This is an optimization exercise on Yosys and OpenROAD, whose aim is small area, not a production implementation. Only simulation tests tie the RTL to the original design; equivalence was not proved. No activity file was given, so power comes from the tool's default toggle rates.

==> flow/design.v (excerpt) <==
module br_predict_btb #(
  parameter int IDX_W  = 5,
  parameter int TAG_W  = 8,
  parameter int STAT_W = 12
) (
  input  logic              CLK,
  input  logic              nRST,
  input  logic [31:0]       if_pc,
  output logic              pred_taken,
  output logic [31:0]       pred_target,
  output logic              pred_hit,
  input  logic              upd_valid,
  input  logic [31:0]       upd_pc,
  input  logic              upd_taken,
  input  logic [31:0]       upd_target,
  input  logic              upd_mispredict,
  input  logic              clear,
  output logic [STAT_W-1:0] stat_branches,
  output logic [STAT_W-1:0] stat_mispred
);
For scale: about 5100 cells after synthesis, roughly 160 I/O pins, about 0.053 mm² of cells after synthesis.
==> module br_predict_btb, before the edit <==
module br_predict_btb #(
  parameter int IDX_W  = 5,
  parameter int TAG_W  = 8,
  parameter int STAT_W = 12
) (
  input  logic              CLK,
  input  logic              nRST,
  input  logic [31:0]       if_pc,
  output logic              pred_taken,
  output logic [31:0]       pred_target,
  output logic              pred_hit,
  input  logic              upd_valid,
  input  logic [31:0]       upd_pc,
  input  logic              upd_taken,
  input  logic [31:0]       upd_target,
  input  logic              upd_mispredict,
  input  logic              clear,
  output logic [STAT_W-1:0] stat_branches,
  output logic [STAT_W-1:0] stat_mispred
);
  localparam int ENTRIES = 2 ** IDX_W;
  localparam int LO_W    = 12;              
  localparam int HI_W    = 32 - LO_W;       
  typedef logic [IDX_W-1:0] idx_t;
  typedef logic [TAG_W-1:0] tag_t;
  logic [ENTRIES-1:0] valid_q;
  tag_t               tag_q    [ENTRIES];
  logic [31:0]        target_q [ENTRIES];
  logic [1:0]         ctr_q    [ENTRIES];
  logic [STAT_W-1:0]  stat_br_q;
  logic [STAT_W-1:0]  stat_mis_q;
  idx_t if_idx, upd_idx;
  tag_t if_tag, upd_tag;
  logic unused_pc;
  assign if_idx  = if_pc[IDX_W+1:2];
  assign if_tag  = if_pc[IDX_W+TAG_W+1:IDX_W+2];
  assign upd_idx = upd_pc[IDX_W+1:2];
  assign upd_tag = upd_pc[IDX_W+TAG_W+1:IDX_W+2];
  assign unused_pc = ^{if_pc, upd_pc};
  logic [ENTRIES-1:0] if_nsel_a, if_nsel_d, if_nsel_b, if_nsel_c, upd_nsel, upd_sel;
  logic [3:0] if_lo, upd_lo;
  logic [7:0] if_hi, upd_hi;
  br_predict_btb_predec u_pre_if  (.idx(if_idx),  .lo(if_lo),  .hi(if_hi));
  br_predict_btb_predec u_pre_upd (.idx(upd_idx), .lo(upd_lo), .hi(upd_hi));
  br_predict_btb_dec u_dec_if_a (.lo(if_lo),  .hi(if_hi),  .nsel(if_nsel_a));
  br_predict_btb_dec u_dec_if_d (.lo(if_lo),  .hi(if_hi),  .nsel(if_nsel_d));
  br_predict_btb_dec u_dec_if_b (.lo(if_lo),  .hi(if_hi),  .nsel(if_nsel_b));
  br_predict_btb_dec u_dec_if_c (.lo(if_lo),  .hi(if_hi),  .nsel(if_nsel_c));
  br_predict_btb_dec u_dec_upd  (.lo(upd_lo), .hi(upd_hi), .nsel(upd_nsel));
  assign upd_sel = ~upd_nsel;
  logic        rd_valid;
  tag_t        rd_tag;
  logic        rd_ctr1;
  logic [31:0] rd_target;
  always_comb begin
    rd_valid  = 1'b1;
    rd_tag    = '1;
    rd_ctr1   = 1'b1;
    rd_target = '1;
    for (int k = 0; k < ENTRIES; k++) begin
      rd_valid        = rd_valid        & (if_nsel_a[k] | valid_q[k]);
      rd_tag[3:0]     = rd_tag[3:0]     & ({4{if_nsel_a[k]}} | tag_q[k][3:0]);
      rd_tag[7:4]     = rd_tag[7:4]     & ({4{if_nsel_d[k]}} | tag_q[k][7:4]);
      rd_ctr1         = rd_ctr1         & (if_nsel_d[k] | ctr_q[k][1]);
      rd_target[15:0] = rd_target[15:0] & ({16{if_nsel_b[k]}} | target_q[k][15:0]);
      rd_target[31:16]= rd_target[31:16]& ({16{if_nsel_c[k]}} | target_q[k][31:16]);
    end
  end
  assign pred_hit    = rd_valid & (rd_tag == if_tag);
  assign pred_taken  = pred_hit & rd_ctr1;
  assign pred_target = {32{pred_hit}} & rd_target;
  logic       ur_valid;
  tag_t       ur_tag;
  logic [1:0] ur_ctr;
  always_comb begin
    ur_valid = 1'b1;
    ur_tag   = '1;
    ur_ctr   = '1;
    for (int k = 0; k < ENTRIES; k++) begin
      ur_valid = ur_valid & (upd_nsel[k] | valid_q[k]);
      ur_tag   = ur_tag   & ({TAG_W{upd_nsel[k]}} | tag_q[k]);
      ur_ctr   = ur_ctr   & ({2{upd_nsel[k]}} | ctr_q[k]);
    end
  end
  logic       upd_hit;
  logic       alloc;      
  logic [1:0] ctr_new;
  assign upd_hit = ur_valid & (ur_tag == upd_tag);
  assign alloc   = upd_valid & upd_taken;
  always_comb begin
    if (!upd_valid || (!upd_hit && !upd_taken)) ctr_new = ur_ctr;
    else if (!upd_hit)  ctr_new = 2'b10;
    else if (upd_taken) ctr_new = (ur_ctr == 2'b11) ? 2'b11 : ur_ctr + 2'd1;
    else                ctr_new = (ur_ctr == 2'b00) ? 2'b00 : ur_ctr - 2'd1;
  end
  assign stat_branches = stat_br_q;
  assign stat_mispred  = stat_mis_q;
  always_ff @(posedge CLK) begin
    if (!nRST) begin
      valid_q    <= '0;
      stat_br_q  <= '0;
      stat_mis_q <= '0;
    end else begin
      if (clear) valid_q <= '0;
      else       valid_q <= valid_q | ({ENTRIES{alloc}} & upd_sel);
      stat_br_q  <= stat_br_q + STAT_W'(upd_valid);
      stat_mis_q <= stat_mis_q + STAT_W'(upd_valid & upd_mispredict);
    end
  end
  for (genvar k = 0; k < ENTRIES; k++) begin : g_ent
    logic lo_hold, lo_wr, hi_hold, hi_wr, ctr_hold, ctr_wr;
    br_predict_btb_cwen u_cwen (.sel(upd_sel[k]), .hold(ctr_hold), .wr(ctr_wr));
    br_predict_btb_wen u_wen_lo (.alloc(alloc), .sel(upd_sel[k]), .hold(lo_hold), .wr(lo_wr));
    br_predict_btb_wen u_wen_hi (.alloc(alloc), .sel(upd_sel[k]), .hold(hi_hold), .wr(hi_wr));
    br_predict_btb_entry #(.TAG_W(TAG_W), .LO_W(LO_W)) u_ent (
      .CLK      (CLK),
      .lo_hold  (lo_hold),
      .lo_wr    (lo_wr),
      .hi_hold  (hi_hold),
      .hi_wr    (hi_wr),
      .ctr_hold (ctr_hold),
      .ctr_wr   (ctr_wr),
      .d_tag    (upd_tag),
      .d_target (upd_target),
      .d_ctr    (ctr_new),
      .tag_q    (tag_q[k]),
      .target_q (target_q[k]),
      .ctr_q    (ctr_q[k])
    );
  end
endmodule
export LEC_CHECK = 0
export CAP_MARGIN = 20
export CORE_MARGIN = 2
export CORE_UTILIZATION = 50
export SETUP_SLACK_MARGIN = 0.4
export SLEW_MARGIN = 8
export SYNTH_HIERARCHICAL = 1
export SYNTH_MINIMUM_KEEP_SIZE = 0
create_clock -name core_clock -period 8.0 [get_ports {CLK}]
standard.sh (not shown) runs the stock make flow with config.mk's settings and CLKGATE_MAP_FILE= SYNTH_SCRIPT=/design/flow/synth_recipe.tcl, a recipe that flattens the netlist after the stock synthesis.
==> flow/flow/run.sh <==
#!/bin/bash
# Standard ORFS layout, with clock tree synthesis told not to add dummy loads and to
# use larger sink clusters, and ports buffered with the smallest buffer.
export CTS_ARGS="-sink_clustering_enable -repair_clock_nets -dont_use_dummy_load -buf_list sky130_fd_sc_hd__clkbuf_16 -sink_clustering_size 27 -sink_clustering_max_diameter 100"
export BUFFER_PORTS_ARGS="-buffer_cell sky130_fd_sc_hd__buf_1"
bash standard.sh > standard.log 2>&1
Edit:
--- a/flow/design.v
+++ b/flow/design.v
@@ -34,21 +34,22 @@
   logic unused_pc;
   assign if_idx  = if_pc[IDX_W+1:2];
   assign if_tag  = if_pc[IDX_W+TAG_W+1:IDX_W+2];
   assign upd_idx = upd_pc[IDX_W+1:2];
   assign upd_tag = upd_pc[IDX_W+TAG_W+1:IDX_W+2];
   assign unused_pc = ^{if_pc, upd_pc};
-  logic [ENTRIES-1:0] if_nsel_a, if_nsel_d, if_nsel_b, if_nsel_c, upd_nsel, upd_sel;
+  logic [ENTRIES-1:0] if_nsel_a, if_nsel_b, if_nsel_c, if_nsel_d, if_nsel_e, upd_nsel, upd_sel;
   logic [3:0] if_lo, upd_lo;
   logic [7:0] if_hi, upd_hi;
   br_predict_btb_predec u_pre_if  (.idx(if_idx),  .lo(if_lo),  .hi(if_hi));
   br_predict_btb_predec u_pre_upd (.idx(upd_idx), .lo(upd_lo), .hi(upd_hi));
   br_predict_btb_dec u_dec_if_a (.lo(if_lo),  .hi(if_hi),  .nsel(if_nsel_a));
-  br_predict_btb_dec u_dec_if_d (.lo(if_lo),  .hi(if_hi),  .nsel(if_nsel_d));
   br_predict_btb_dec u_dec_if_b (.lo(if_lo),  .hi(if_hi),  .nsel(if_nsel_b));
   br_predict_btb_dec u_dec_if_c (.lo(if_lo),  .hi(if_hi),  .nsel(if_nsel_c));
+  br_predict_btb_dec u_dec_if_d (.lo(if_lo),  .hi(if_hi),  .nsel(if_nsel_d));
+  br_predict_btb_dec u_dec_if_e (.lo(if_lo),  .hi(if_hi),  .nsel(if_nsel_e));
   br_predict_btb_dec u_dec_upd  (.lo(upd_lo), .hi(upd_hi), .nsel(upd_nsel));
   assign upd_sel = ~upd_nsel;
   logic        rd_valid;
   tag_t        rd_tag;
   logic        rd_ctr1;
   logic [31:0] rd_target;
@@ -56,17 +57,18 @@
     rd_valid  = 1'b1;
     rd_tag    = '1;
     rd_ctr1   = 1'b1;
     rd_target = '1;
     for (int k = 0; k < ENTRIES; k++) begin
       rd_valid        = rd_valid        & (if_nsel_a[k] | valid_q[k]);
-      rd_tag[3:0]     = rd_tag[3:0]     & ({4{if_nsel_a[k]}} | tag_q[k][3:0]);
-      rd_tag[7:4]     = rd_tag[7:4]     & ({4{if_nsel_d[k]}} | tag_q[k][7:4]);
-      rd_ctr1         = rd_ctr1         & (if_nsel_d[k] | ctr_q[k][1]);
-      rd_target[15:0] = rd_target[15:0] & ({16{if_nsel_b[k]}} | target_q[k][15:0]);
-      rd_target[31:16]= rd_target[31:16]& ({16{if_nsel_c[k]}} | target_q[k][31:16]);
+      rd_tag          = rd_tag          & ({TAG_W{if_nsel_a[k]}} | tag_q[k]);
+      rd_ctr1         = rd_ctr1         & (if_nsel_a[k] | ctr_q[k][1]);
+      rd_target[7:0]  = rd_target[7:0]  & ({8{if_nsel_b[k]}} | target_q[k][7:0]);
+      rd_target[15:8] = rd_target[15:8] & ({8{if_nsel_c[k]}} | target_q[k][15:8]);
+      rd_target[23:16]= rd_target[23:16]& ({8{if_nsel_d[k]}} | target_q[k][23:16]);
+      rd_target[31:24]= rd_target[31:24]& ({8{if_nsel_e[k]}} | target_q[k][31:24]);
     end
   end
   assign pred_hit    = rd_valid & (rd_tag == if_tag);
   assign pred_taken  = pred_hit & rd_ctr1;
   assign pred_target = {32{pred_hit}} & rd_target;
   logic       ur_valid;
After rerunning: Via count is about the same. Clock skew is higher by 0.016 ns. Global-route usage is lower by 0.58 points. Clock-buffer cell count is lower by 1. Total power barely changes. Cell count barely changes. Cell area is lower by 0.34%. Sequential cell count is unchanged. Register-to-register slack is better by 0.48 ns. Die area is higher by 0.56%. Setup slack is worse by 0.0042 ns. Area after synthesis is higher by 0.56%. Wire length is lower by 1.1%. Clock power stays flat.

port drivers added, routing unchanged:
In the flow no input, the clock included, has a driving cell. The finished layouts below were timed again as built, in two steps. Step 1: set_driving_cell puts a clkbuf_16 on CLK and a buf_2 on each other input, an assumption about the parent block. Step 2, shift: input delay + t, output delay - t, t = (earliest + latest rising clock arrival at the registers) / 2. This alone moves slack from input paths to output paths. a / b / c = ideal ports / drivers / drivers and shift; a / b = the first two.
run | shift t [ns] | slack for setup (ns) | latest minus earliest clock arrival (ns) | slew at the worst register clock pin (ns) | worst data-port slew with drivers (ns)
the first run | 0.804 | 0.549 / 0.489 / 0.489 | 0.082 / 0.082 | 0.11 / 0.11 | 0.15
the second run | 0.793 | 0.545 / 0.379 / 0.379 | 0.074 / 0.074 | 0.11 / 0.11 | 0.18
After both steps every run listed still meets setup and hold. The setup slack of the second run, which loses most, moves by -0.166 ns with the drivers and by -0.166 ns with both steps.
